From an optimization exercise on the open Yosys and OpenROAD flow, aimed at small area, a short achievable clock period and few clock cycles; shortcuts taken in it are not production practice.
No run shown here included a check of the RTL's function; only the layout flow was run.

==> flow/design.v (outline; a module is shown in full before it is edited, if it fits) <==
// module lsq_ucode: 55 lines
// module lsq_div: 65 lines
// module lsq_mac: 3192 lines
// module lsq_sq12: 164 lines
// module lsq_mxy: 347 lines
// module lsq_mux: 579 lines
// module lsq_muu: 879 lines
// module lsq_add110: 644 lines
// module lsq_add55: 316 lines
// module lsq_add34: 196 lines
// module lsq_add44: 254 lines
// module lsq_dsub: 1308 lines
// module least_squares_parabola_fit_unit: 359 lines
module least_squares_parabola_fit_unit (
  input  logic                              clk,
  input  logic                              rst_n,
  input  logic                              in_valid,
  output logic                              in_ready,
  input  logic signed [lsq_pkg::XW-1:0]     in_point_x,
  input  logic signed [lsq_pkg::XW-1:0]     in_point_y,
  input  logic                              in_last_point,
  output logic                              out_valid,
  input  logic                              out_ready,
  output logic signed [lsq_pkg::CoefW-1:0]  out_coef_a,
  output logic signed [lsq_pkg::CoefW-1:0]  out_coef_b,
  output logic signed [lsq_pkg::CoefW-1:0]  out_coef_c,
  output logic                              out_singular
);
  // ...
==> flow/run.sh <==
#!/bin/bash
# synth_recipe.tcl (not shown) runs the flow's synth.tcl, then flattens the netlist and writes it again
# the make line also repeats each setting of config.mk as NAME=value (left out here)
make -C /OpenROAD-flow-scripts/flow DESIGN_CONFIG=/design/flow/config.mk WORK_HOME=/design/flow/orfs CLKGATE_MAP_FILE= SYNTH_SCRIPT=/design/flow/synth_recipe.tcl finish
==> flow/config.mk <==
export PLATFORM = sky130hd
export DESIGN_NAME = least_squares_parabola_fit_unit
export DESIGN_NICKNAME = least_squares_parabola_fit_unit
export VERILOG_FILES = /design/flow/design.v
export SDC_FILE = /design/flow/constraint.sdc
export NUM_CORES = 8
export LEC_CHECK = 0
export CAP_MARGIN = 20
export CORE_MARGIN = 2
export CORE_UTILIZATION = 30
export SLEW_MARGIN = 20
==> flow/constraint.sdc <==
create_clock -name core_clock -period 10.0 [get_ports {clk}]
set_input_delay 2.0000 -clock core_clock [delete_from_list [all_inputs] [get_ports {clk}]]
set_output_delay 2.0000 -clock core_clock [all_outputs]
set_load 0.01 [all_outputs]
==> metrics.md, run 1 <==
| Metric | Value |
|---|---|
| Critical path type | flop to flop |
| Final net count | 22,235 |
| Seq/total area | 0.2985 |
| Grt met2 use | 0.3208 |
| Non-clk buf share | 0.02048 |
| Final Hold Violating Endpoints | 0 |
| HPWL after DPL | 491,400 um |
| Status | timing/DRC/antenna clean |
| Num rows | 300 |
| Met3 Wirelength | 74,880 um |
| Commonest cells after routing, fill and taps aside | 2,523 x inv_1, 1,804 x fa_1, 1,774 x edfxtp_1 |
| Max Cap Viol | 0 |
| Die area | 677,300 um^2 |
| Clk cell area share | 0.04242 |
| Worst-Skew Late Latency | 1.01 ns |
| DR WL/cell | 24.80 um |
| Pre-Repair DR Iteration Count | 8 |
| Net count after synthesis | 22,829 |
| Simple-gate share of the synthesized area | 0.1017 |
| CTS buffer count | 282 |
| Max FO, Critical Path | 45 |
| Finished Layout Cells | 28,574 |
| Fin crit share | 0.7480 |
| Biggest regs | acc_c (110), acc_s (110), nreg (110) |
==> run 2: changes to the inputs <==
--- a/flow/config.mk
+++ b/flow/config.mk
@@ -9,3 +9,4 @@
 export CORE_MARGIN = 2
-export CORE_UTILIZATION = 30
+export CORE_UTILIZATION = 45
+export SETUP_SLACK_MARGIN = 5
 export SLEW_MARGIN = 20
==> run 2 against run 1 <==
Effect of this change:
- still clean on timing, DRC and antenna
- clock-buffer cell count up 17
- flip-flop and latch count unchanged
- design area up 1.3%
- synthesized cell count unchanged
- critical path type unchanged
- highest routed layer unchanged
==> metrics.md, run 2 <==
| Metric | Value |
|---|---|
| Top post-synthesis cells by count | 2,529 x inv_1, 1,804 x fa_1, 1,774 x edfxtp_1 (unchanged) |
| Initial DRC Count | 16,524 (was 17,647) |
| DRC | 0 (unchanged) |
| # placed instances | 25,041 (was 28,035) |
| Status | timing/DRC/antenna clean (unchanged) |
| DR WL/cell | 28.51 um (was 24.80 um) |
| PortBufs | 127 (unchanged) |
| Pre-Repair DR Iteration Count | 8 (unchanged) |
| Cell at the slowest stage of the critical path | or4_4 (was a31oi_1) |
| First-pass GRT wire length | 1,052,000 um (was 1,045,000 um) |
| Largest family of logic cells by synthesized area | adder cells (unchanged) |
| Via count | 157,318 (was 155,524) |
| Synth area leaders | edfxtp_1 26%, fa_1 18%, dfxtp_1 6.3% (unchanged) |
| Vias in the first global route | 157,302 (was 157,083) |
| Final Routed Wirelength | 737,000 um (was 708,600 um) |
| HPWL after DPL | 491,900 um (was 491,400 um) |
| Crit path time final | 5.151 ns (was 7.480 ns) |
| Design area | 224,200 um^2 (was 221,300 um^2) |
| I/O Pins | 128 (unchanged) |
| Setup Viol. Count Final | 0 (unchanged) |
| Min-delay worst type | flop to flop (unchanged) |
| Commonest non-fill, non-tap cell in the layout | inv_1 (unchanged) |
| Fillers | 40,349 (was 67,489) |
| Total GRT Usage | 0.3124 (was 0.2029) |
| Worst relative slew slack | 0.1450 (was 0.1737) |
| Final estimated routing congestion in global placement | 0.9605 (was 0.9534) |
| Synth area leader | edfxtp_1 (unchanged) |
| CP max stage delay | 0.55 ns (was 0.80 ns) |
| CP required | 10.68 ns (was 10.82 ns) |
| Area of the core | 445,400 um^2 (was 667,800 um^2) |
| CP startpoint kind | flop (unchanged) |
| Area of the multi-input gates | 122,900 um^2 (was 120,600 um^2) |
| Die area | 452,500 um^2 (was 677,300 um^2) |
| Synth async-reset ratio | 0 (unchanged) |
| Worst-path cell chain | buf_6 > buf_12 > mux2i_4 > ha_4 > nand2_2 > or4_4 > or4b_4 > a31oi_4 > o211ai_1 > buf_4 > a211oi_4 > o21ai_2 > a31o_4 > a21oi_4 > a211oi_4 > buf_12 > buf_16 > buf_4 > buf_6 > nand3_1 > o211ai_1 (was buf_4 > mux2i_1 > ha_1 > nand2_1 > or4_1 > or4b_1 > a31oi_1 > o211ai_1 > a211oi_1 > o21ai_1 > a31o_2 > a21oi_1 > a211oi_4 > clkinv_2 > buf_4 > nand2_1 > a31oi_1) |
| Die width | 672.7 um (was 823.0 um) |
| Worst slew pin tran | 1.283 ns (was 1.238 ns) |
| Post-synthesis cell type count | 109 (unchanged) |
| H-tree Lvls | 5 (unchanged) |
| Finished Layout Cells | 25,854 (was 28,574) |
| Net count after synthesis | 22,829 (unchanged) |
| Slew Limit Fails | 0 (unchanged) |
| Routed vias/inst | 6.085 (was 5.443) |
| Adder-cell share of the synthesized area | 0.2412 (unchanged) |
| Antenna violations before repair | 37 (was 46) |
| FF+latch area | 66,070 um^2 (was 66,060 um^2) |
| Crit path capture type | flop (unchanged) |
| Gr ovfl total | 0 (unchanged) |
| Clock skew | 0.07071 ns (was 0.07955 ns) |
| Critical path type | flop to flop (unchanged) |
| Syn_area_per_cell | 10.06 um^2 (unchanged) |
| Main flop type after synthesis | edfxtp_1 (unchanged) |
| Clk buf depth | 4 (unchanged) |
| Clock Sinks | 2,409 (unchanged) |
| CTS tree | done (unchanged) |
| Height of the die | 672.7 um (was 823.0 um) |
| Synthesized area | 201,200 um^2 (unchanged) |
| Fin crit share | 0.5151 (was 0.7480) |
| Initial core utilization | 0.4517 (was 0.3013) |
| Gate Count Post-Synth | 20,005 (unchanged) |
| Mux cell area share after synthesis | 0.01780 (unchanged) |
| Accumulated negative setup slack | 0 ns (unchanged) |
| Post-synthesis sequential area ratio | 0.3279 (unchanged) |
| Final net count | 22,483 (was 22,235) |
| Simple-gate share of the synthesized area | 0.1017 (unchanged) |
| Synth Area in Compound Gates | 0.1478 (unchanged) |
| Num rows | 245 (was 300) |
| CTS buffer count | 295 (was 282) |
| Hold buffers post-CTS | 0 (unchanged) |
| Synth Warn # | 5 (unchanged) |
| Area delta synth->final | 11.44% (was 9.985%) |
| Final Hold Violating Endpoints | 0 (unchanged) |
| Fmax | 194.1 MHz (was 133.7 MHz) |
| Commonest cells after routing, fill and taps aside | 2,520 x inv_1, 1,803 x fa_1, 1,774 x edfxtp_1 (was 2,523 x inv_1, 1,804 x fa_1, 1,774 x edfxtp_1) |
| WP data arrival | 5.84 ns (was 8.30 ns) |
| Reg clk slew, reported paths | 0.06 ns (about the same) |
| Post-synth EDFFs | 1,774 (unchanged) |
| Unrepaired setup endpoints after global routing | yes (was no) |
| #FFs+latches synth | 2,409 (unchanged) |
| Pin count of the biggest net entering global routing | 147 (was 175) |
| Worst-Skew Late Latency | 0.99 ns (was 1.01 ns) |
| Root Driver | clkbuf_16 (unchanged) |
| Post-route ant nets | 0 (unchanged) |
| Most frequent cell after synthesis | inv_1 (unchanged) |
| Hold slack final | 0.3874 ns (was 0.3805 ns) |
| Post-synth top area share | 0.2648 (unchanged) |
| Max FO, Critical Path | 7 (was 45) |
| Post-synthesis xor/xnor area fraction | 0.08984 (unchanged) |
| Max Cap Viol | 0 (unchanged) |
| Layout cell share with drive strength beyond 1 | 0.08216 (was 0.05184) |
| Biggest regs | acc_c (110), acc_s (110), nreg (110) (unchanged) |
| Placed Area | 208,000 um^2 (was 211,800 um^2) |
-- run 2: cell types whose count changed in the layout (fill, tap and decap cells not counted), sizes merged --
cell | previous run | this run
buf | 393 | 582
clkbuf | 356 | 412
clkinvlp | 13 | 29
inv | 2560 | 2551
bufinv | 23 | 29
bufbuf | 0 | 3
a21oi | 711 | 712
diode | 26 | 25
-- run 2: per-layer routing --
metal / wire length (um) / global-route usage
met1: 273600 / 0.3843
met2: 336600 / 0.5063
met3: 70410 / 0.06134
met4: 56360 / 0.1941
met5: 96 / 0
-- run 2: layout make-up --
| cell class | instances | area share |
|---|---|---|
| Timing Repair Buffer | 751 | 0.03652 |
| Multi-Input combinational cell | 13660 | 0.5481 |
| Timing Repair inverter | 3 | 0.0002232 |
| Inverter | 2539 | 0.04279 |
| Clock buffer | 372 | 0.03570 |
| Sequential cell | 2409 | 0.2947 |
| Tap cell | 5928 | 0.03308 |
| Antenna cell | 25 | 0.0002790 |
| Clock inverter | 167 | 0.008621 |
-- run 2: cells by family after synthesis --
logic type	after synthesis
adder cells (fa/ha/maj)	2796
AO/OA/AOI/OAI	4337
AND/OR/NAND/NOR	4107
buffers and inverters	3937
multiplexers	355
flip-flops	2409
XOR/XNOR	2064
-- run 2: through the flow --
stage,worst slack [ns],util
after floorplan,3.259,-
after global placement,2.312,0.4668
after detailed placement,2.300,0.4669
after CTS,4.979,0.4939
after global routing,4.784,0.5033
final,4.849,0.5034
-- run 2: repair_timing --
| item | 4_1_cts | 5_1_grt |
|---|---|---|
| setup buffers | 76 | 102 |
| setup endpoints to repair | 559 | 451 |
| endpoints found under the hold margin | 0 | 0 |
| gates cloned | 17 | 51 |
| resized for setup | 213 | 471 |
| pin swaps | 53 | 214 |
-- run 2: critical path: cells and delay by family, from the launching register on --
family / cells / cell delay (ns)
AOI/OAI and AO/OA: 8 / 1.48
adders and majority gates: 1 / 0.29
buffers and inverters: 7 / 1.19
DFF: 1 / 0.41
muxes: 1 / 0.20
and+or+nand+nor: 4 / 1.23
-- run 2: worst paths after layout --
kind                        startpoint  slack (ns)                     end  cells after the start
setup / recovery  u_div0.sel$_DFFE_PP_        4.85  u_div0.r[43]$_DFFE_PP_                     21
hold / removal       mode_r[1]$_DFF_P_        0.39     e_mode[1]$_DFFE_PN_                      0
setup reg to reg  u_div0.sel$_DFFE_PP_        4.85  u_div0.r[43]$_DFFE_PP_                     21
hold reg to reg      mode_r[1]$_DFF_P_        0.39     e_mode[1]$_DFFE_PN_                      0
==> module lsq_ucode, before the edit <==
module lsq_ucode (
  input  logic [5:0]  step,
  output logic [9:0]  wsel,
  output logic [10:0] nsel,
  output logic [2:0]  mode,
  output logic        sub,
  output logic [3:0]  st
);
  always_comb begin
    wsel = '0;
    nsel = '0;
    mode = 3'b010;
    sub  = 1'b0;
    st   = 4'd0;
    case (step)
      6'd0: begin wsel = 10'b0000000001; nsel = 11'b00000000010; mode = 3'b001; sub = 1'b1; st = 4'd0; end
      6'd1: begin wsel = 10'b0000000010; nsel = 11'b00000000001; mode = 3'b010; sub = 1'b0; st = 4'd0; end
      6'd2: begin wsel = 10'b0000000010; nsel = 11'b00000000010; mode = 3'b001; sub = 1'b0; st = 4'd1; end
      6'd3: begin wsel = 10'b0000000100; nsel = 11'b00000000001; mode = 3'b010; sub = 1'b1; st = 4'd0; end
      6'd4: begin wsel = 10'b0000000010; nsel = 11'b00000010000; mode = 3'b001; sub = 1'b1; st = 4'd2; end
      6'd5: begin wsel = 10'b0000000010; nsel = 11'b00000001000; mode = 3'b100; sub = 1'b1; st = 4'd0; end
      6'd6: begin wsel = 10'b0000001000; nsel = 11'b00000000001; mode = 3'b010; sub = 1'b0; st = 4'd0; end
      6'd7: begin wsel = 10'b0000001000; nsel = 11'b00000000001; mode = 3'b010; sub = 1'b1; st = 4'd4; end
      6'd8: begin wsel = 10'b0000000100; nsel = 11'b00000000010; mode = 3'b010; sub = 1'b0; st = 4'd0; end
      6'd9: begin wsel = 10'b0000000100; nsel = 11'b00000010000; mode = 3'b001; sub = 1'b0; st = 4'd3; end
      6'd10: begin wsel = 10'b0000000100; nsel = 11'b00000001000; mode = 3'b100; sub = 1'b0; st = 4'd0; end
      6'd11: begin wsel = 10'b0000001000; nsel = 11'b00000000010; mode = 3'b010; sub = 1'b1; st = 4'd0; end
      6'd12: begin wsel = 10'b0000001000; nsel = 11'b00000010000; mode = 3'b001; sub = 1'b0; st = 4'd5; end
      6'd13: begin wsel = 10'b0000000100; nsel = 11'b00001000000; mode = 3'b010; sub = 1'b1; st = 4'd0; end
      6'd14: begin wsel = 10'b0000001000; nsel = 11'b00000001000; mode = 3'b100; sub = 1'b0; st = 4'd0; end
      6'd15: begin wsel = 10'b0000000100; nsel = 11'b00000100000; mode = 3'b010; sub = 1'b1; st = 4'd0; end
      6'd16: begin wsel = 10'b0001000000; nsel = 11'b00000010000; mode = 3'b001; sub = 1'b0; st = 4'd6; end
      6'd17: begin wsel = 10'b0001000000; nsel = 11'b00000001000; mode = 3'b100; sub = 1'b0; st = 4'd0; end
      6'd18: begin wsel = 10'b0100000000; nsel = 11'b00000000010; mode = 3'b010; sub = 1'b0; st = 4'd0; end
      6'd19: begin wsel = 10'b1000000000; nsel = 11'b00000000001; mode = 3'b010; sub = 1'b0; st = 4'd0; end
      6'd20: begin wsel = 10'b0000010000; nsel = 11'b10000000000; mode = 3'b001; sub = 1'b0; st = 4'd7; end
      6'd21: begin wsel = 10'b0000100000; nsel = 11'b00100000000; mode = 3'b010; sub = 1'b0; st = 4'd0; end
      6'd22: begin wsel = 10'b0000010000; nsel = 11'b01000000000; mode = 3'b100; sub = 1'b0; st = 4'd0; end
      6'd23: begin wsel = 10'b0000100000; nsel = 11'b00010000000; mode = 3'b010; sub = 1'b0; st = 4'd0; end
      6'd24: begin wsel = 10'b0001000000; nsel = 11'b00000000100; mode = 3'b010; sub = 1'b0; st = 4'd0; end
      6'd25: begin wsel = 10'b0000100000; nsel = 11'b10000000000; mode = 3'b001; sub = 1'b0; st = 4'd8; end
      6'd26: begin wsel = 10'b0010000000; nsel = 11'b00100000000; mode = 3'b010; sub = 1'b0; st = 4'd0; end
      6'd27: begin wsel = 10'b0000100000; nsel = 11'b01000000000; mode = 3'b100; sub = 1'b0; st = 4'd0; end
      6'd28: begin wsel = 10'b0010000000; nsel = 11'b00010000000; mode = 3'b010; sub = 1'b0; st = 4'd0; end
      6'd29: begin wsel = 10'b0100000000; nsel = 11'b00000000100; mode = 3'b010; sub = 1'b0; st = 4'd0; end
      6'd30: begin wsel = 10'b0001000000; nsel = 11'b10000000000; mode = 3'b001; sub = 1'b0; st = 4'd9; end
      6'd31: begin wsel = 10'b0100000000; nsel = 11'b00100000000; mode = 3'b010; sub = 1'b0; st = 4'd0; end
      6'd32: begin wsel = 10'b0001000000; nsel = 11'b01000000000; mode = 3'b100; sub = 1'b0; st = 4'd0; end
      6'd33: begin wsel = 10'b0100000000; nsel = 11'b00010000000; mode = 3'b010; sub = 1'b0; st = 4'd0; end
      6'd34: begin wsel = 10'b1000000000; nsel = 11'b00000000100; mode = 3'b010; sub = 1'b0; st = 4'd0; end
      6'd35: begin wsel = 10'b0000000000; nsel = 11'b00000000000; mode = 3'b010; sub = 1'b0; st = 4'd10; end
      default: ;
    endcase
  end
endmodule
==> module least_squares_parabola_fit_unit, before the edit <==
module least_squares_parabola_fit_unit (
  input  logic                              clk,
  input  logic                              rst_n,
  input  logic                              in_valid,
  output logic                              in_ready,
  input  logic signed [lsq_pkg::XW-1:0]     in_point_x,
  input  logic signed [lsq_pkg::XW-1:0]     in_point_y,
  input  logic                              in_last_point,
  output logic                              out_valid,
  input  logic                              out_ready,
  output logic signed [lsq_pkg::CoefW-1:0]  out_coef_a,
  output logic signed [lsq_pkg::CoefW-1:0]  out_coef_b,
  output logic signed [lsq_pkg::CoefW-1:0]  out_coef_c,
  output logic                              out_singular
);
  logic        v0, l0, l1, l2;
  logic [11:0] x0, y0;
  logic [22:0] u1;
  logic [5:0]  xo1, xt1, xn1, yo1, yt1, yn1;
  logic        snap_lock;
  logic        take, adv0, c0, last0;
  logic [11:0] xg, yg;
  logic [22:0] sq;
  logic [12:0] xb, yb;
  logic [5:0]  xo, xt, xn, yo, yt, yn;
  logic [10:0] n_a,    n_s,    n_nx;
  logic [21:0] sx_a,   sx_s,   sx_nx;
  logic [21:0] sy_a,   sy_s,   sy_nx;
  logic [32:0] sx2_a,  sx2_s,  sx2_nx;
  logic [33:0] sxy_as, sxy_ac, sxy_s, sxy_ns, sxy_nc, sxy_fin, sxy_is, sxy_ic;
  logic [43:0] sx3_as, sx3_ac, sx3_s, sx3_ns, sx3_nc, sx3_fin, sx3_is, sx3_ic;
  logic [43:0] sx2y_as, sx2y_ac, sx2y_s, sx2y_ns, sx2y_nc, sx2y_fin, sx2y_is, sx2y_ic;
  logic [54:0] sx4_as, sx4_ac, sx4_s, sx4_ns, sx4_nc, sx4_fin, sx4_is, sx4_ic;
  assign in_ready = !v0 || !l0 || !snap_lock;
  assign take     = in_valid && in_ready;
  assign adv0     = v0 && (!l0 || !snap_lock);
  assign last0    = adv0 && l0;
  assign c0       = adv0 && !n_a[10];        
  assign xg       = c0 ? x0 : 12'd0;
  assign yg       = c0 ? y0 : 12'd0;
  assign xb = {x0, 1'b0};
  assign yb = {y0, 1'b0};
  for (genvar i = 0; i < 6; i++) begin : g_benc
    assign xo[i] = xb[2*i] ^ xb[2*i+1];
    assign xt[i] = (xb[2*i+2] & ~xb[2*i+1] & ~xb[2*i]) | (~xb[2*i+2] & xb[2*i+1] & xb[2*i]);
    assign xn[i] = xb[2*i+2] & ~(xb[2*i+1] & xb[2*i]);
    assign yo[i] = yb[2*i] ^ yb[2*i+1];
    assign yt[i] = (yb[2*i+2] & ~yb[2*i+1] & ~yb[2*i]) | (~yb[2*i+2] & yb[2*i+1] & yb[2*i]);
    assign yn[i] = yb[2*i+2] & ~(yb[2*i+1] & yb[2*i]);
  end
  lsq_sq12  u_sq  (.x(x0), .y(sq));
  assign sxy_is = l1 ? 34'd0 : sxy_as;
  assign sxy_ic = l1 ? 34'd0 : sxy_ac;
  lsq_mxy   u_mxy (.x(x0), .one(yo & {6{c0}}), .two(yt & {6{c0}}), .neg(yn & {6{c0}}),
                   .as_(sxy_is), .ac(sxy_ic), .ys(sxy_ns), .yc(sxy_nc));
  lsq_add34 u_axy (.a(sxy_as), .b(sxy_ac), .s(sxy_fin));
  assign n_nx    = n_a + {10'd0, c0};
  assign sx_nx   = sx_a + {{10{xg[11]}}, xg};
  assign sy_nx   = sy_a + {{10{yg[11]}}, yg};
  assign sx2_nx  = sx2_a + {10'd0, u1};
  assign sx3_is  = l2 ? 44'd0 : sx3_as;
  assign sx3_ic  = l2 ? 44'd0 : sx3_ac;
  assign sx2y_is = l2 ? 44'd0 : sx2y_as;
  assign sx2y_ic = l2 ? 44'd0 : sx2y_ac;
  assign sx4_is  = l2 ? 55'd0 : sx4_as;
  assign sx4_ic  = l2 ? 55'd0 : sx4_ac;
  lsq_mux   u_mx3  (.u({1'b0, u1}), .one(xo1), .two(xt1), .neg(xn1), .as_(sx3_is), .ac(sx3_ic),
                    .ys(sx3_ns), .yc(sx3_nc));
  lsq_mux   u_mx2y (.u({1'b0, u1}), .one(yo1), .two(yt1), .neg(yn1), .as_(sx2y_is), .ac(sx2y_ic),
                    .ys(sx2y_ns), .yc(sx2y_nc));
  lsq_muu   u_mx4  (.u(u1), .as_(sx4_is), .ac(sx4_ic), .ys(sx4_ns), .yc(sx4_nc));
  lsq_add44 u_a3   (.a(sx3_as), .b(sx3_ac), .s(sx3_fin));
  lsq_add44 u_a2y  (.a(sx2y_as), .b(sx2y_ac), .s(sx2y_fin));
  lsq_add55 u_a4   (.a(sx4_as), .b(sx4_ac), .s(sx4_fin));
  always_ff @(posedge clk) begin
    if (!rst_n) v0 <= 1'b0;
    else        v0 <= take || (v0 && !adv0);
    if (take) begin
      x0 <= in_point_x;
      y0 <= in_point_y;
      l0 <= in_last_point;
    end
    l2 <= rst_n && l1;
    if (!rst_n) begin
      l1  <= 1'b0;
      u1  <= '0;
      xo1 <= '0;
      xt1 <= '0;
      xn1 <= '0;
      yo1 <= '0;
      yt1 <= '0;
      yn1 <= '0;
    end else begin
      l1  <= last0;
      u1  <= c0 ? sq : 23'd0;
      xo1 <= c0 ? xo : 6'd0;
      xt1 <= c0 ? xt : 6'd0;
      xn1 <= c0 ? xn : 6'd0;
      yo1 <= c0 ? yo : 6'd0;
      yt1 <= c0 ? yt : 6'd0;
      yn1 <= c0 ? yn : 6'd0;
    end
  end
  always_ff @(posedge clk) begin
    if (!rst_n || last0) begin
      n_a  <= '0;
      sx_a <= '0;
      sy_a <= '0;
    end else begin
      n_a  <= n_nx;
      sx_a <= sx_nx;
      sy_a <= sy_nx;
    end
    if (!rst_n || l1) begin
      sx2_a <= '0;
    end else begin
      sx2_a <= sx2_nx;
    end
    if (!rst_n) begin
      sxy_as  <= '0;
      sxy_ac  <= '0;
    end else begin
      sxy_as  <= sxy_ns;
      sxy_ac  <= sxy_nc;
    end
    if (!rst_n) begin
      sx3_as  <= '0;
      sx3_ac  <= '0;
      sx2y_as <= '0;
      sx2y_ac <= '0;
      sx4_as  <= '0;
      sx4_ac  <= '0;
    end else begin
      sx3_as  <= sx3_ns;
      sx3_ac  <= sx3_nc;
      sx2y_as <= sx2y_ns;
      sx2y_ac <= sx2y_nc;
      sx4_as  <= sx4_ns;
      sx4_ac  <= sx4_nc;
    end
  end
  always_ff @(posedge clk) begin
    if (last0) begin
      n_s  <= n_nx;
      sx_s <= sx_nx;
      sy_s <= sy_nx;
    end
    if (l1) begin
      sx2_s <= sx2_nx;
      sxy_s <= sxy_fin;
    end
    if (l2) begin
      sx3_s  <= sx3_fin;
      sx2y_s <= sx2y_fin;
      sx4_s  <= sx4_fin;
    end
  end
  logic         p_run, e_run, a_req, p_par, e_par;
  logic [5:0]   p_step, p_step_nx;
  logic [9:0]   wsel_nx, wsel_r;
  logic [10:0]  nsel_nx, nsel_r;
  logic [2:0]   mode_nx, mode_r, e_mode;
  logic [3:0]   st_nx, st_r, e_st;
  logic         sub_nx, sub_r;
  logic [87:0]  w, e_w;
  logic [21:0]  ch;
  logic [22:0]  chb;
  logic         ov;
  logic [10:0]  bo, bt, bn, e_bo, e_bt, e_bn;
  logic [109:0] acc_s, acc_c, ai_s, ai_c, y_s, y_c, acc_sum;
  logic         stall, m0_free, a_start, store_now;
  logic         e_run_nx, pd_nx, pn0_nx, pn1_nx, pn2_nx;
  logic [3:0]   e_st_nx;
  logic [43:0]  c00;
  logic [54:0]  c01;
  logic [65:0]  c02, c11;
  logic [76:0]  c12;
  logic [87:0]  c22;
  assign p_step_nx = a_start ? 6'd0 : (p_run && !stall) ? p_step + 6'd1 : p_step;
  lsq_ucode u_uc (.step(p_step_nx), .wsel(wsel_nx), .nsel(nsel_nx), .mode(mode_nx), .sub(sub_nx),
                  .st(st_nx));
  always_comb begin
    w = ({88{wsel_r[0]}} & {{66{sx_s[21]}}, sx_s}) |
        ({88{wsel_r[1]}} & {55'd0, sx2_s}) |
        ({88{wsel_r[2]}} & {{44{sx3_s[43]}}, sx3_s}) |
        ({88{wsel_r[3]}} & {33'd0, sx4_s}) |
        ({88{wsel_r[4]}} & {{44{c00[43]}}, c00}) |
        ({88{wsel_r[5]}} & {{33{c01[54]}}, c01}) |
        ({88{wsel_r[6]}} & {{22{c02[65]}}, c02}) |
        ({88{wsel_r[7]}} & {{22{c11[65]}}, c11}) |
        ({88{wsel_r[8]}} & {{11{c12[76]}}, c12}) |
        ({88{wsel_r[9]}} & c22);
    ch = ({22{nsel_r[0]}}  & {11'd0, n_s}) |
         ({22{nsel_r[1]}}  & sx_s) |
         ({22{nsel_r[2]}}  & sy_s) |
         ({22{nsel_r[3]}}  & sx2_s[21:0]) |
         ({22{nsel_r[4]}}  & {11'd0, sx2_s[32:22]}) |
         ({22{nsel_r[5]}}  & sx3_s[21:0]) |
         ({22{nsel_r[6]}}  & sx3_s[43:22]) |
         ({22{nsel_r[7]}}  & sxy_s[21:0]) |
         ({22{nsel_r[8]}}  & {{10{sxy_s[33]}}, sxy_s[33:22]}) |
         ({22{nsel_r[9]}}  & sx2y_s[21:0]) |
         ({22{nsel_r[10]}} & sx2y_s[43:22]);
    ov = (nsel_r[4] & sx2_s[21]) | (nsel_r[6] & sx3_s[21]) | (nsel_r[8] & sxy_s[21]) |
         (nsel_r[10] & sx2y_s[21]);
  end
  assign chb = {ch, ov};
  for (genvar i = 0; i < 11; i++) begin : g_menc
    assign bo[i] = chb[2*i] ^ chb[2*i+1];
    assign bt[i] = (chb[2*i+2] & ~chb[2*i+1] & ~chb[2*i]) | (~chb[2*i+2] & chb[2*i+1] & chb[2*i]);
    assign bn[i] = ((chb[2*i+2] & ~(chb[2*i+1] & chb[2*i])) ^ sub_r) & (bo[i] | bt[i]);
  end
  assign ai_s = ({110{e_mode[1]}} & acc_s) | ({110{e_mode[2]}} & {acc_s[87:0], 22'd0});
  assign ai_c = ({110{e_mode[1]}} & acc_c) | ({110{e_mode[2]}} & {acc_c[87:0], 22'd0});
  lsq_mac    u_mac (.w(e_w), .one(e_bo), .two(e_bt), .neg(e_bn), .as_(ai_s), .ac(ai_c),
                    .ys(y_s), .yc(y_c));
  lsq_add110 u_res (.a(acc_s), .b(acc_c), .s(acc_sum));
  logic [109:0] nreg, mag;
  logic [5:0]   cst;           
  logic         pd, pn0, pn1, pn2, npar;
  logic [96:0]  d0, d1;
  logic         dz0, dz1;
  logic         d_free, dst;
  logic         run0, run1, run2, done0, done1, done2, sel0, sel1, sel2;
  logic         ld0, ld1, ld2, wr0, wr1, wr2;
  logic [31:0]  res0, res1, res2;
  logic         sing_n, sing0, sing1, sing2;
  assign d_free    = !(run0 && sel0 == npar) && !(run1 && sel1 == npar) &&
                     !(run2 && sel2 == npar);
  assign dst       = pd && d_free;
  assign ld0       = pn0 && !(run0 || done0);
  assign ld1       = pn1 && !(run1 || done1);
  assign ld2       = pn2 && !(run2 || done2);
  assign store_now = e_run && !stall && (e_st != 4'd0);
  assign e_run_nx  = stall ? e_run : p_run;
  assign e_st_nx   = stall ? e_st : (p_run ? st_r : 4'd0);
  assign pd_nx     = (store_now && e_st == 4'd7)  || (pd  && !dst);
  assign pn0_nx    = (store_now && e_st == 4'd8)  || (pn0 && !ld0);
  assign pn1_nx    = (store_now && e_st == 4'd9)  || (pn1 && !ld1);
  assign pn2_nx    = (store_now && e_st == 4'd10) || (pn2 && !ld2);
  assign mag       = nreg[109] ? (~nreg + 110'd1) : nreg;
  assign sing_n    = npar ? dz1 : dz0;
  assign m0_free = !p_run || (p_step == lsq_pkg::LastStep && !stall);
  assign a_start = (a_req || last0) && m0_free;
  always_ff @(posedge clk) begin
    if (!rst_n) begin
      p_run     <= 1'b0;
      e_run     <= 1'b0;
      a_req     <= 1'b0;
      p_par     <= 1'b0;
      snap_lock <= 1'b0;
      cst       <= '0;
      pd        <= 1'b0;
      pn0       <= 1'b0;
      pn1       <= 1'b0;
      pn2       <= 1'b0;
      stall     <= 1'b0;
    end else begin
      stall <= e_run_nx && (e_st_nx != 4'd0) && (pd_nx || pn0_nx || pn1_nx || pn2_nx);
      if (last0) snap_lock <= 1'b1;
      a_req <= (a_req || last0) && !a_start;
      if (!stall) begin
        e_run <= p_run;
        if (p_run && p_step == lsq_pkg::LastRead) snap_lock <= 1'b0;
        if (p_run && p_step == lsq_pkg::LastStep) p_run <= 1'b0;
      end
      if (a_start) begin
        p_run <= 1'b1;
        p_par <= ~p_par;
      end
      for (int k = 0; k < 6; k++) cst[k] <= store_now && e_st == 4'(k + 1);
      pd  <= pd_nx;
      pn0 <= pn0_nx;
      pn1 <= pn1_nx;
      pn2 <= pn2_nx;
    end
  end
  always_ff @(posedge clk) begin
    p_step <= p_step_nx;
    wsel_r <= wsel_nx;
    nsel_r <= nsel_nx;
    mode_r <= mode_nx;
    sub_r  <= sub_nx;
    st_r   <= st_nx;
    if (!stall) begin
      e_w    <= w;
      e_bo   <= bo;
      e_bt   <= bt;
      e_bn   <= bn;
      e_mode <= mode_r;
      e_st   <= p_run ? st_r : 4'd0;
      e_par  <= p_par;
    end
    if (e_run && !stall) begin
      acc_s <= y_s;
      acc_c <= y_c;
    end
    if (store_now) begin
      nreg <= acc_sum;
      npar <= e_par;
    end
    if (cst[0]) c00 <= nreg[43:0];
    if (cst[1]) c01 <= nreg[54:0];
    if (cst[2]) c02 <= nreg[65:0];
    if (cst[3]) c11 <= nreg[65:0];
    if (cst[4]) c12 <= nreg[76:0];
    if (cst[5]) c22 <= nreg[87:0];
    if (dst) begin
      if (npar) begin
        d1  <= nreg[96:0];
        dz1 <= (nreg[96:0] == '0);
      end else begin
        d0  <= nreg[96:0];
        dz0 <= (nreg[96:0] == '0);
      end
    end
  end
  lsq_div #(.SH(20)) u_div0 (
    .clk(clk), .rst_n(rst_n), .load(ld0), .mag(mag), .neg_in(nreg[109]), .sel_in(npar),
    .sing_in(sing_n), .d0(d0), .d1(d1), .wr(wr0), .run(run0), .done(done0), .sel(sel0),
    .sing(sing0), .res(res0));
  lsq_div #(.SH(16)) u_div1 (
    .clk(clk), .rst_n(rst_n), .load(ld1), .mag(mag), .neg_in(nreg[109]), .sel_in(npar),
    .sing_in(sing_n), .d0(d0), .d1(d1), .wr(wr1), .run(run1), .done(done1), .sel(sel1),
    .sing(sing1), .res(res1));
  lsq_div #(.SH(12)) u_div2 (
    .clk(clk), .rst_n(rst_n), .load(ld2), .mag(mag), .neg_in(nreg[109]), .sel_in(npar),
    .sing_in(sing_n), .d0(d0), .d1(d1), .wr(wr2), .run(run2), .done(done2), .sel(sel2),
    .sing(sing2), .res(res2));
  logic       oval;
  logic [2:0] fill, fill_nx;
  assign wr0     = done0 && !oval && !fill[0];
  assign wr1     = done1 && !oval && !fill[1];
  assign wr2     = done2 && !oval && !fill[2];
  assign fill_nx = fill | {wr2, wr1, wr0};
  always_ff @(posedge clk) begin
    if (!rst_n) begin
      oval <= 1'b0;
      fill <= 3'd0;
    end else begin
      if (oval && out_ready) oval <= 1'b0;
      if (fill_nx == 3'b111) begin
        oval <= 1'b1;
        fill <= 3'd0;
      end else begin
        fill <= fill_nx;
      end
    end
  end
  always_ff @(posedge clk) begin
    if (wr0) out_coef_a <= res0;
    if (wr1) out_coef_b <= res1;
    if (wr2) begin
      out_coef_c   <= res2;
      out_singular <= sing2;
    end
  end
  assign out_valid = oval;
endmodule
==> run 3: changes to the inputs <==
--- a/flow/design.v
+++ b/flow/design.v
@@ -43,3 +43,4 @@
   localparam logic [3:0] S_N2   = 4'd10;
-  localparam logic [5:0] LastRead = 6'd34;   
+  localparam logic [5:0] LastRead = 6'd15;   
+  localparam logic [5:0] LastMul  = 6'd34;   
   localparam logic [5:0] LastStep = 6'd35;   
@@ -49,3 +50,3 @@
   output logic [9:0]  wsel,
-  output logic [10:0] nsel,
+  output logic [14:0] nsel,
   output logic [2:0]  mode,
@@ -61,38 +62,38 @@
     case (step)
-      6'd0: begin wsel = 10'b0000000001; nsel = 11'b00000000010; mode = 3'b001; sub = 1'b1; st = 4'd0; end
-      6'd1: begin wsel = 10'b0000000010; nsel = 11'b00000000001; mode = 3'b010; sub = 1'b0; st = 4'd0; end
-      6'd2: begin wsel = 10'b0000000010; nsel = 11'b00000000010; mode = 3'b001; sub = 1'b0; st = 4'd1; end
-      6'd3: begin wsel = 10'b0000000100; nsel = 11'b00000000001; mode = 3'b010; sub = 1'b1; st = 4'd0; end
-      6'd4: begin wsel = 10'b0000000010; nsel = 11'b00000010000; mode = 3'b001; sub = 1'b1; st = 4'd2; end
-      6'd5: begin wsel = 10'b0000000010; nsel = 11'b00000001000; mode = 3'b100; sub = 1'b1; st = 4'd0; end
-      6'd6: begin wsel = 10'b0000001000; nsel = 11'b00000000001; mode = 3'b010; sub = 1'b0; st = 4'd0; end
-      6'd7: begin wsel = 10'b0000001000; nsel = 11'b00000000001; mode = 3'b010; sub = 1'b1; st = 4'd4; end
-      6'd8: begin wsel = 10'b0000000100; nsel = 11'b00000000010; mode = 3'b010; sub = 1'b0; st = 4'd0; end
-      6'd9: begin wsel = 10'b0000000100; nsel = 11'b00000010000; mode = 3'b001; sub = 1'b0; st = 4'd3; end
-      6'd10: begin wsel = 10'b0000000100; nsel = 11'b00000001000; mode = 3'b100; sub = 1'b0; st = 4'd0; end
-      6'd11: begin wsel = 10'b0000001000; nsel = 11'b00000000010; mode = 3'b010; sub = 1'b1; st = 4'd0; end
-      6'd12: begin wsel = 10'b0000001000; nsel = 11'b00000010000; mode = 3'b001; sub = 1'b0; st = 4'd5; end
-      6'd13: begin wsel = 10'b0000000100; nsel = 11'b00001000000; mode = 3'b010; sub = 1'b1; st = 4'd0; end
-      6'd14: begin wsel = 10'b0000001000; nsel = 11'b00000001000; mode = 3'b100; sub = 1'b0; st = 4'd0; end
-      6'd15: begin wsel = 10'b0000000100; nsel = 11'b00000100000; mode = 3'b010; sub = 1'b1; st = 4'd0; end
-      6'd16: begin wsel = 10'b0001000000; nsel = 11'b00000010000; mode = 3'b001; sub = 1'b0; st = 4'd6; end
-      6'd17: begin wsel = 10'b0001000000; nsel = 11'b00000001000; mode = 3'b100; sub = 1'b0; st = 4'd0; end
-      6'd18: begin wsel = 10'b0100000000; nsel = 11'b00000000010; mode = 3'b010; sub = 1'b0; st = 4'd0; end
-      6'd19: begin wsel = 10'b1000000000; nsel = 11'b00000000001; mode = 3'b010; sub = 1'b0; st = 4'd0; end
-      6'd20: begin wsel = 10'b0000010000; nsel = 11'b10000000000; mode = 3'b001; sub = 1'b0; st = 4'd7; end
-      6'd21: begin wsel = 10'b0000100000; nsel = 11'b00100000000; mode = 3'b010; sub = 1'b0; st = 4'd0; end
-      6'd22: begin wsel = 10'b0000010000; nsel = 11'b01000000000; mode = 3'b100; sub = 1'b0; st = 4'd0; end
-      6'd23: begin wsel = 10'b0000100000; nsel = 11'b00010000000; mode = 3'b010; sub = 1'b0; st = 4'd0; end
-      6'd24: begin wsel = 10'b0001000000; nsel = 11'b00000000100; mode = 3'b010; sub = 1'b0; st = 4'd0; end
-      6'd25: begin wsel = 10'b0000100000; nsel = 11'b10000000000; mode = 3'b001; sub = 1'b0; st = 4'd8; end
-      6'd26: begin wsel = 10'b0010000000; nsel = 11'b00100000000; mode = 3'b010; sub = 1'b0; st = 4'd0; end
-      6'd27: begin wsel = 10'b0000100000; nsel = 11'b01000000000; mode = 3'b100; sub = 1'b0; st = 4'd0; end
-      6'd28: begin wsel = 10'b0010000000; nsel = 11'b00010000000; mode = 3'b010; sub = 1'b0; st = 4'd0; end
-      6'd29: begin wsel = 10'b0100000000; nsel = 11'b00000000100; mode = 3'b010; sub = 1'b0; st = 4'd0; end
-      6'd30: begin wsel = 10'b0001000000; nsel = 11'b10000000000; mode = 3'b001; sub = 1'b0; st = 4'd9; end
-      6'd31: begin wsel = 10'b0100000000; nsel = 11'b00100000000; mode = 3'b010; sub = 1'b0; st = 4'd0; end
-      6'd32: begin wsel = 10'b0001000000; nsel = 11'b01000000000; mode = 3'b100; sub = 1'b0; st = 4'd0; end
-      6'd33: begin wsel = 10'b0100000000; nsel = 11'b00010000000; mode = 3'b010; sub = 1'b0; st = 4'd0; end
-      6'd34: begin wsel = 10'b1000000000; nsel = 11'b00000000100; mode = 3'b010; sub = 1'b0; st = 4'd0; end
-      6'd35: begin wsel = 10'b0000000000; nsel = 11'b00000000000; mode = 3'b010; sub = 1'b0; st = 4'd10; end
+      6'd0: begin wsel = 10'b0000000001; nsel = 15'b000000000000010; mode = 3'b001; sub = 1'b1; st = 4'd0; end
+      6'd1: begin wsel = 10'b0000000010; nsel = 15'b000000000000001; mode = 3'b010; sub = 1'b0; st = 4'd0; end
+      6'd2: begin wsel = 10'b0000000010; nsel = 15'b000000000000010; mode = 3'b001; sub = 1'b0; st = 4'd1; end
+      6'd3: begin wsel = 10'b0000000100; nsel = 15'b000000000000001; mode = 3'b010; sub = 1'b1; st = 4'd0; end
+      6'd4: begin wsel = 10'b0000000010; nsel = 15'b000000000001000; mode = 3'b001; sub = 1'b1; st = 4'd2; end
+      6'd5: begin wsel = 10'b0000000010; nsel = 15'b000000000000100; mode = 3'b100; sub = 1'b1; st = 4'd0; end
+      6'd6: begin wsel = 10'b0000001000; nsel = 15'b000000000000001; mode = 3'b010; sub = 1'b0; st = 4'd0; end
+      6'd7: begin wsel = 10'b0000001000; nsel = 15'b000000000000001; mode = 3'b010; sub = 1'b1; st = 4'd4; end
+      6'd8: begin wsel = 10'b0000000100; nsel = 15'b000000000000010; mode = 3'b010; sub = 1'b0; st = 4'd0; end
+      6'd9: begin wsel = 10'b0000000100; nsel = 15'b000000000001000; mode = 3'b001; sub = 1'b0; st = 4'd3; end
+      6'd10: begin wsel = 10'b0000000100; nsel = 15'b000000000000100; mode = 3'b100; sub = 1'b0; st = 4'd0; end
+      6'd11: begin wsel = 10'b0000001000; nsel = 15'b000000000000010; mode = 3'b010; sub = 1'b1; st = 4'd0; end
+      6'd12: begin wsel = 10'b0000001000; nsel = 15'b000000000001000; mode = 3'b001; sub = 1'b0; st = 4'd5; end
+      6'd13: begin wsel = 10'b0000000100; nsel = 15'b000000000100000; mode = 3'b010; sub = 1'b1; st = 4'd0; end
+      6'd14: begin wsel = 10'b0000001000; nsel = 15'b000000000000100; mode = 3'b100; sub = 1'b0; st = 4'd0; end
+      6'd15: begin wsel = 10'b0000000100; nsel = 15'b000000000010000; mode = 3'b010; sub = 1'b1; st = 4'd0; end
+      6'd16: begin wsel = 10'b0001000000; nsel = 15'b000001000000000; mode = 3'b001; sub = 1'b0; st = 4'd6; end
+      6'd17: begin wsel = 10'b0001000000; nsel = 15'b000000100000000; mode = 3'b100; sub = 1'b0; st = 4'd0; end
+      6'd18: begin wsel = 10'b0100000000; nsel = 15'b000000010000000; mode = 3'b010; sub = 1'b0; st = 4'd0; end
+      6'd19: begin wsel = 10'b1000000000; nsel = 15'b000000001000000; mode = 3'b010; sub = 1'b0; st = 4'd0; end
+      6'd20: begin wsel = 10'b0000010000; nsel = 15'b100000000000000; mode = 3'b001; sub = 1'b0; st = 4'd7; end
+      6'd21: begin wsel = 10'b0000100000; nsel = 15'b001000000000000; mode = 3'b010; sub = 1'b0; st = 4'd0; end
+      6'd22: begin wsel = 10'b0000010000; nsel = 15'b010000000000000; mode = 3'b100; sub = 1'b0; st = 4'd0; end
+      6'd23: begin wsel = 10'b0000100000; nsel = 15'b000100000000000; mode = 3'b010; sub = 1'b0; st = 4'd0; end
+      6'd24: begin wsel = 10'b0001000000; nsel = 15'b000010000000000; mode = 3'b010; sub = 1'b0; st = 4'd0; end
+      6'd25: begin wsel = 10'b0000100000; nsel = 15'b100000000000000; mode = 3'b001; sub = 1'b0; st = 4'd8; end
+      6'd26: begin wsel = 10'b0010000000; nsel = 15'b001000000000000; mode = 3'b010; sub = 1'b0; st = 4'd0; end
+      6'd27: begin wsel = 10'b0000100000; nsel = 15'b010000000000000; mode = 3'b100; sub = 1'b0; st = 4'd0; end
+      6'd28: begin wsel = 10'b0010000000; nsel = 15'b000100000000000; mode = 3'b010; sub = 1'b0; st = 4'd0; end
+      6'd29: begin wsel = 10'b0100000000; nsel = 15'b000010000000000; mode = 3'b010; sub = 1'b0; st = 4'd0; end
+      6'd30: begin wsel = 10'b0001000000; nsel = 15'b100000000000000; mode = 3'b001; sub = 1'b0; st = 4'd9; end
+      6'd31: begin wsel = 10'b0100000000; nsel = 15'b001000000000000; mode = 3'b010; sub = 1'b0; st = 4'd0; end
+      6'd32: begin wsel = 10'b0001000000; nsel = 15'b010000000000000; mode = 3'b100; sub = 1'b0; st = 4'd0; end
+      6'd33: begin wsel = 10'b0100000000; nsel = 15'b000100000000000; mode = 3'b010; sub = 1'b0; st = 4'd0; end
+      6'd34: begin wsel = 10'b1000000000; nsel = 15'b000010000000000; mode = 3'b010; sub = 1'b0; st = 4'd0; end
+      6'd35: begin wsel = 10'b0000000000; nsel = 15'b000000000000000; mode = 3'b010; sub = 1'b0; st = 4'd10; end
       default: ;
@@ -8205,3 +8206,9 @@
   logic [9:0]   wsel_nx, wsel_r;
-  logic [10:0]  nsel_nx, nsel_r;
+  logic [14:0]  nsel_nx, nsel_r;
+  logic         n2tag, e_n2tag;
+  logic [10:0]  b_n;
+  logic [21:0]  b_sx, b_sy;
+  logic [32:0]  b_sx2;
+  logic [33:0]  b_sxy;
+  logic [43:0]  b_sx2y;
   logic [2:0]   mode_nx, mode_r, e_mode;
@@ -8239,13 +8246,17 @@
          ({22{nsel_r[1]}}  & sx_s) |
-         ({22{nsel_r[2]}}  & sy_s) |
-         ({22{nsel_r[3]}}  & sx2_s[21:0]) |
-         ({22{nsel_r[4]}}  & {11'd0, sx2_s[32:22]}) |
-         ({22{nsel_r[5]}}  & sx3_s[21:0]) |
-         ({22{nsel_r[6]}}  & sx3_s[43:22]) |
-         ({22{nsel_r[7]}}  & sxy_s[21:0]) |
-         ({22{nsel_r[8]}}  & {{10{sxy_s[33]}}, sxy_s[33:22]}) |
-         ({22{nsel_r[9]}}  & sx2y_s[21:0]) |
-         ({22{nsel_r[10]}} & sx2y_s[43:22]);
-    ov = (nsel_r[4] & sx2_s[21]) | (nsel_r[6] & sx3_s[21]) | (nsel_r[8] & sxy_s[21]) |
-         (nsel_r[10] & sx2y_s[21]);
+         ({22{nsel_r[2]}}  & sx2_s[21:0]) |
+         ({22{nsel_r[3]}}  & {11'd0, sx2_s[32:22]}) |
+         ({22{nsel_r[4]}}  & sx3_s[21:0]) |
+         ({22{nsel_r[5]}}  & sx3_s[43:22]) |
+         ({22{nsel_r[6]}}  & {11'd0, b_n}) |
+         ({22{nsel_r[7]}}  & b_sx) |
+         ({22{nsel_r[8]}}  & b_sx2[21:0]) |
+         ({22{nsel_r[9]}}  & {11'd0, b_sx2[32:22]}) |
+         ({22{nsel_r[10]}} & b_sy) |
+         ({22{nsel_r[11]}} & b_sxy[21:0]) |
+         ({22{nsel_r[12]}} & {{10{b_sxy[33]}}, b_sxy[33:22]}) |
+         ({22{nsel_r[13]}} & b_sx2y[21:0]) |
+         ({22{nsel_r[14]}} & b_sx2y[43:22]);
+    ov = (nsel_r[3] & sx2_s[21]) | (nsel_r[5] & sx3_s[21]) | (nsel_r[9] & b_sx2[21]) |
+         (nsel_r[12] & b_sxy[21]) | (nsel_r[14] & b_sx2y[21]);
   end
@@ -8280,3 +8291,3 @@
   assign e_run_nx  = stall ? e_run : p_run;
-  assign e_st_nx   = stall ? e_st : (p_run ? st_r : 4'd0);
+  assign e_st_nx   = stall ? e_st : !p_run ? 4'd0 : n2tag ? 4'd10 : st_r;
   assign pd_nx     = (store_now && e_st == 4'd7)  || (pd  && !dst);
@@ -8287,3 +8298,3 @@
   assign sing_n    = npar ? dz1 : dz0;
-  assign m0_free = !p_run || (p_step == lsq_pkg::LastStep && !stall);
+  assign m0_free = !p_run || ((p_step == lsq_pkg::LastMul || p_step == lsq_pkg::LastStep) && !stall);
   assign a_start = (a_req || last0) && m0_free;
@@ -8302,2 +8313,3 @@
       stall     <= 1'b0;
+      n2tag     <= 1'b0;
     end else begin
@@ -8311,2 +8323,4 @@
       end
+      if (a_start) n2tag <= p_run && p_step == lsq_pkg::LastMul;
+      else if (!stall) n2tag <= 1'b0;
       if (a_start) begin
@@ -8335,3 +8349,4 @@
       e_mode <= mode_r;
-      e_st   <= p_run ? st_r : 4'd0;
+      e_st   <= !p_run ? 4'd0 : n2tag ? 4'd10 : st_r;
+      e_n2tag <= n2tag;
       e_par  <= p_par;
@@ -8344,3 +8359,11 @@
       nreg <= acc_sum;
-      npar <= e_par;
+      npar <= e_par ^ e_n2tag;    
+    end
+    if (p_run && p_step == lsq_pkg::LastRead && !stall) begin
+      b_n    <= n_s;
+      b_sx   <= sx_s;
+      b_sy   <= sy_s;
+      b_sx2  <= sx2_s;
+      b_sxy  <= sxy_s;
+      b_sx2y <= sx2y_s;
     end
==> run 3 against run 2 <==
Effect of this change:
- critical path depth shrank 2
- worst setup slack worse by 0.13 ns
- synthesized cell count is 1.1% higher
- sequential share of layout area is 1.6 points higher
- flip-flop and latch count up 172
- worst hold slack better by 0.025 ns
- first-iteration DRC count grew 14%
- maximum frequency down 2.5%
- final cell count up 1.5%
- wire length is 4.8% higher
- largest cell class unchanged
==> metrics.md, run 3 <==
| Metric | Value |
|---|---|
| Worst-Skew Late Latency | 1.03 ns (was 0.99 ns) |
| Total GRT Usage | 0.3237 (was 0.3124) |
| Net count after synthesis | 23,048 (was 22,829) |
| Fillers | 41,601 (was 40,349) |
| Clk buf depth | 4 (unchanged) |
| Fin crit share | 0.5284 (was 0.5151) |
| Synthesized area | 206,600 um^2 (was 201,200 um^2) |
| Synth area leaders | edfxtp_1 28%, fa_1 17%, dfxtp_1 6.2% (was edfxtp_1 26%, fa_1 18%, dfxtp_1 6.3%) |
| Slew Limit Fails | 0 (unchanged) |
| Via count | 160,804 (was 157,318) |
| Synth area leader | edfxtp_1 (unchanged) |
| Area of the core | 456,800 um^2 (was 445,400 um^2) |
| Adder-cell share of the synthesized area | 0.2349 (was 0.2412) |
| Top post-synthesis cells by count | 2,506 x inv_1, 1,941 x edfxtp_1, 1,804 x fa_1 (was 2,529 x inv_1, 1,804 x fa_1, 1,774 x edfxtp_1) |
| Post-synthesis cell type count | 93 (was 109) |
| CTS tree | done (unchanged) |
| Fmax | 189.2 MHz (was 194.1 MHz) |
| Pin count of the biggest net entering global routing | 168 (was 147) |
| Post-synthesis sequential area ratio | 0.3441 (was 0.3279) |
| DRC | 0 (unchanged) |
| Reg clk slew, reported paths | 0.06 ns (about the same) |
| CP startpoint kind | flop (unchanged) |
| Final estimated routing congestion in global placement | 0.9605 (unchanged) |
| Largest family of logic cells by synthesized area | adder cells (unchanged) |
| CP required | 10.65 ns (was 10.68 ns) |
| Height of the die | 681.6 um (was 672.7 um) |
| Syn_area_per_cell | 10.22 um^2 (was 10.06 um^2) |
| Clock skew | 0.09601 ns (was 0.07071 ns) |
| Max FO, Critical Path | 54 (was 7) |
| Mux cell area share after synthesis | 0.01859 (was 0.01780) |
| Commonest non-fill, non-tap cell in the layout | inv_1 (unchanged) |
| Gate Count Post-Synth | 20,223 (was 20,005) |
| H-tree Lvls | 5 (unchanged) |
| First-pass GRT wire length | 1,108,000 um (was 1,052,000 um) |
| Area delta synth->final | 11.00% (was 11.44%) |
| Main flop type after synthesis | edfxtp_1 (unchanged) |
| Min-delay worst type | flop to flop (unchanged) |
| Simple-gate share of the synthesized area | 0.09753 (was 0.1017) |
| Met3 Wirelength | 77,780 um (was 70,410 um) |
| WL met1 | 284,000 um (was 273,600 um) |
| Post-route ant nets | 0 (unchanged) |
| Antenna violations before repair | 43 (was 37) |
| Die width | 681.6 um (was 672.7 um) |
| Synth Warn # | 5 (unchanged) |
| Post-synth top area share | 0.2821 (was 0.2648) |
| Die area | 464,600 um^2 (was 452,500 um^2) |
| Gr ovfl total | 0 (unchanged) |
| Critical path type | flop to flop (unchanged) |
| Top sig layer | met5 (unchanged) |
| HPWL after DPL | 518,300 um (was 491,900 um) |
| Status | timing/DRC/antenna clean (unchanged) |
| Worst relative slew slack | 0.1362 (was 0.1450) |
| Final Routed Wirelength | 772,500 um (was 737,000 um) |
| WP data arrival | 5.94 ns (was 5.84 ns) |
| Most frequent cell after synthesis | inv_1 (unchanged) |
| #FFs+latches synth | 2,581 (was 2,409) |
| Commonest cells after routing, fill and taps aside | 2,493 x inv_1, 1,941 x edfxtp_1, 1,802 x fa_1 (was 2,520 x inv_1, 1,803 x fa_1, 1,774 x edfxtp_1) |
| Clock Sinks | 2,581 (was 2,409) |
| Vias in the first global route | 160,252 (was 157,302) |
| Final core occ | 0.5021 (was 0.5034) |
| Pre-Repair DR Iteration Count | 10 (was 8) |
| Root Driver | clkbuf_16 (unchanged) |
| I/O Pins | 128 (unchanged) |
| Crit path capture type | flop (unchanged) |
| Initial core utilization | 0.4523 (was 0.4517) |
| Area of the multi-input gates | 122,900 um^2 (about the same) |
| FF+latch area | 71,210 um^2 (was 66,070 um^2) |
| WL met2 | 345,200 um (was 336,600 um) |
| Post-synth EDFFs | 1,941 (was 1,774) |
| Final Hold Violating Endpoints | 0 (unchanged) |
| Initial DRC Count | 18,766 (was 16,524) |
| Synth Area in Compound Gates | 0.1458 (was 0.1478) |
| Post-synthesis xor/xnor area fraction | 0.08749 (was 0.08984) |
| Final net count | 22,668 (was 22,483) |
| Synth async-reset ratio | 0 (unchanged) |
| Routed vias/inst | 6.127 (was 6.085) |
| Num rows | 248 (was 245) |
| Unrepaired setup endpoints after global routing | yes (unchanged) |
| CTS buffer count | 305 (was 295) |
| Layout cell share with drive strength beyond 1 | 0.07847 (was 0.08216) |
| Biggest regs | acc_c (110), acc_s (110), nreg (110) (unchanged) |
| Crit path time final | 5.284 ns (was 5.151 ns) |
| Accumulated negative setup slack | 0 ns (unchanged) |
| Setup Viol. Count Final | 0 (unchanged) |
| PortBufs | 127 (unchanged) |
| Worst slew pin tran | 1.294 ns (was 1.283 ns) |
| DR WL/cell | 29.43 um (was 28.51 um) |
| Max Cap Viol | 0 (unchanged) |
run 3: cell types whose count changed in the layout (fill, tap and decap cells not counted), moves of 27 or more:
cell	previous run	this run
nand3_2	50	6
mux2i_1	304	350
and2_1	584	673
a31oi_1	223	137
nor2b_1	337	309
a21oi_1	681	723
o21a_1	92	56
nor3b_1	68	13
a21o_1	331	435
xnor2_1	1081	1052
edfxtp_1	1774	1941
inv_1	2520	2493
a22oi_1	1539	1574
run 3: final cells by class:
cell class,instances,area share
diodes,25,0.0002728
clock buffers,387,0.03590
clock inverters,173,0.009378
inverters,2515,0.04158
multi-input cells,13710,0.5359
flip-flops and latches,2581,0.3105
well taps,6125,0.03342
repair buffers,722,0.03250
repair inverters,8,0.0005565
run 3: worst max-delay path, stage by stage (launching register included):
cell       delay [ns]
edfxtp_1         0.43
buf_6            0.17
buf_12           0.16
mux2i_4          0.19
ha_1             0.29
nor2b_4          0.13
o31a_1           0.33
o31a_1           0.35
o221ai_4         0.43
a21oi_4          0.13
o211ai_1         0.54
nand3_2          0.24
a21o_4           0.28
and2_4           0.15
a31oi_4          0.27
buf_12           0.16
inv_16           0.10
clkbuf_16        0.24
o21ai_0          0.15
a21oi_1          0.08
run 3: per-stage QoR:
stage          worst slack (ns)  area, um^2  cells  hold slack, ns
2_1_floorplan             3.180      206700  20223          0.3855
3_3_place_gp              3.266      213800  25460          0.4010
3_5_place_dp              3.216      213900  25462          0.4056
4_1_cts                   4.937      226400  26110          0.4171
5_1_grt                   4.749      229300  26223          0.4208
6_report                  4.716      229300  26246          0.4128
run 3: layer usage:
| layer | GRT usage | vias to the layer above |
|---|---|---|
| met3 | 0.07506 | 2712 |
| met2 | 0.5098 | 9197 |
| met5 | 0 | - |
| met4 | 0.2233 | 24 |
| met1 | 0.3944 | 80443 |
| li1 | - | 68428 |
run 3: cells by family after synthesis:
logic type,after synthesis
AOI/OAI and AO/OA,4392
xor gates and xnor gates,2064
adders and majority gates,2797
buffers and inverters,3932
DFF,2581
muxes,381
and+or+nand+nor,4076
run 3: worst paths after layout:
check,start,slack (ns),to,cells after the start
hold / removal,sx2y_s[28]$_DFFE_PP_,0.41,b_sx2y[28]$_DFFE_PP_,0
setup reg to reg,u_div0.sel$_DFFE_PP_,4.72,u_div0.r[25]$_DFFE_PP_,19
hold reg to reg,sx2y_s[28]$_DFFE_PP_,0.41,b_sx2y[28]$_DFFE_PP_,0
setup / recovery,u_div0.sel$_DFFE_PP_,4.72,u_div0.r[25]$_DFFE_PP_,19
run 3: repair_timing:
action / in CTS / in global routing
buffers inserted: 71 / 79
pin swaps: 51 / 130
hold buffers: 0 / 0
endpoints found under the setup margin: 540 / 447
cloned: 17 / 30
resized for setup: 257 / 440

[afterwards: timing with drivers on the ports]
No port has a modelled driver above. Below, the same layouts with a new extraction and two added sets of constraints.
Step 1 sets driving cells, clkbuf_16 on the clock port and buf_2 on the other inputs (assumed; they add their load-dependent delay and slew).
Step 2 adds t to the input delays and takes it off the output delays; t is the mean of the earliest and latest rising clock arrival at the registers after step 1. Input paths then give back, and output paths get back, about the clock's delay inside the block.
Three values: ideal, step 1, step 2; two values: the first two.
| run | t, ns | setup WS [ns] | clock arrival spread, ns |
|---|---|---|---|
| run 1 | 1.116 | 2.520 / 2.520 / 2.520 | 0.094 / 0.094 |
| run 2 | 1.070 | 4.849 / 4.849 / 4.849 | 0.071 / 0.071 |
| run 3 | 1.102 | 4.716 / 4.716 / 4.716 | 0.101 / 0.102 |
After both steps every run listed still meets setup and hold.
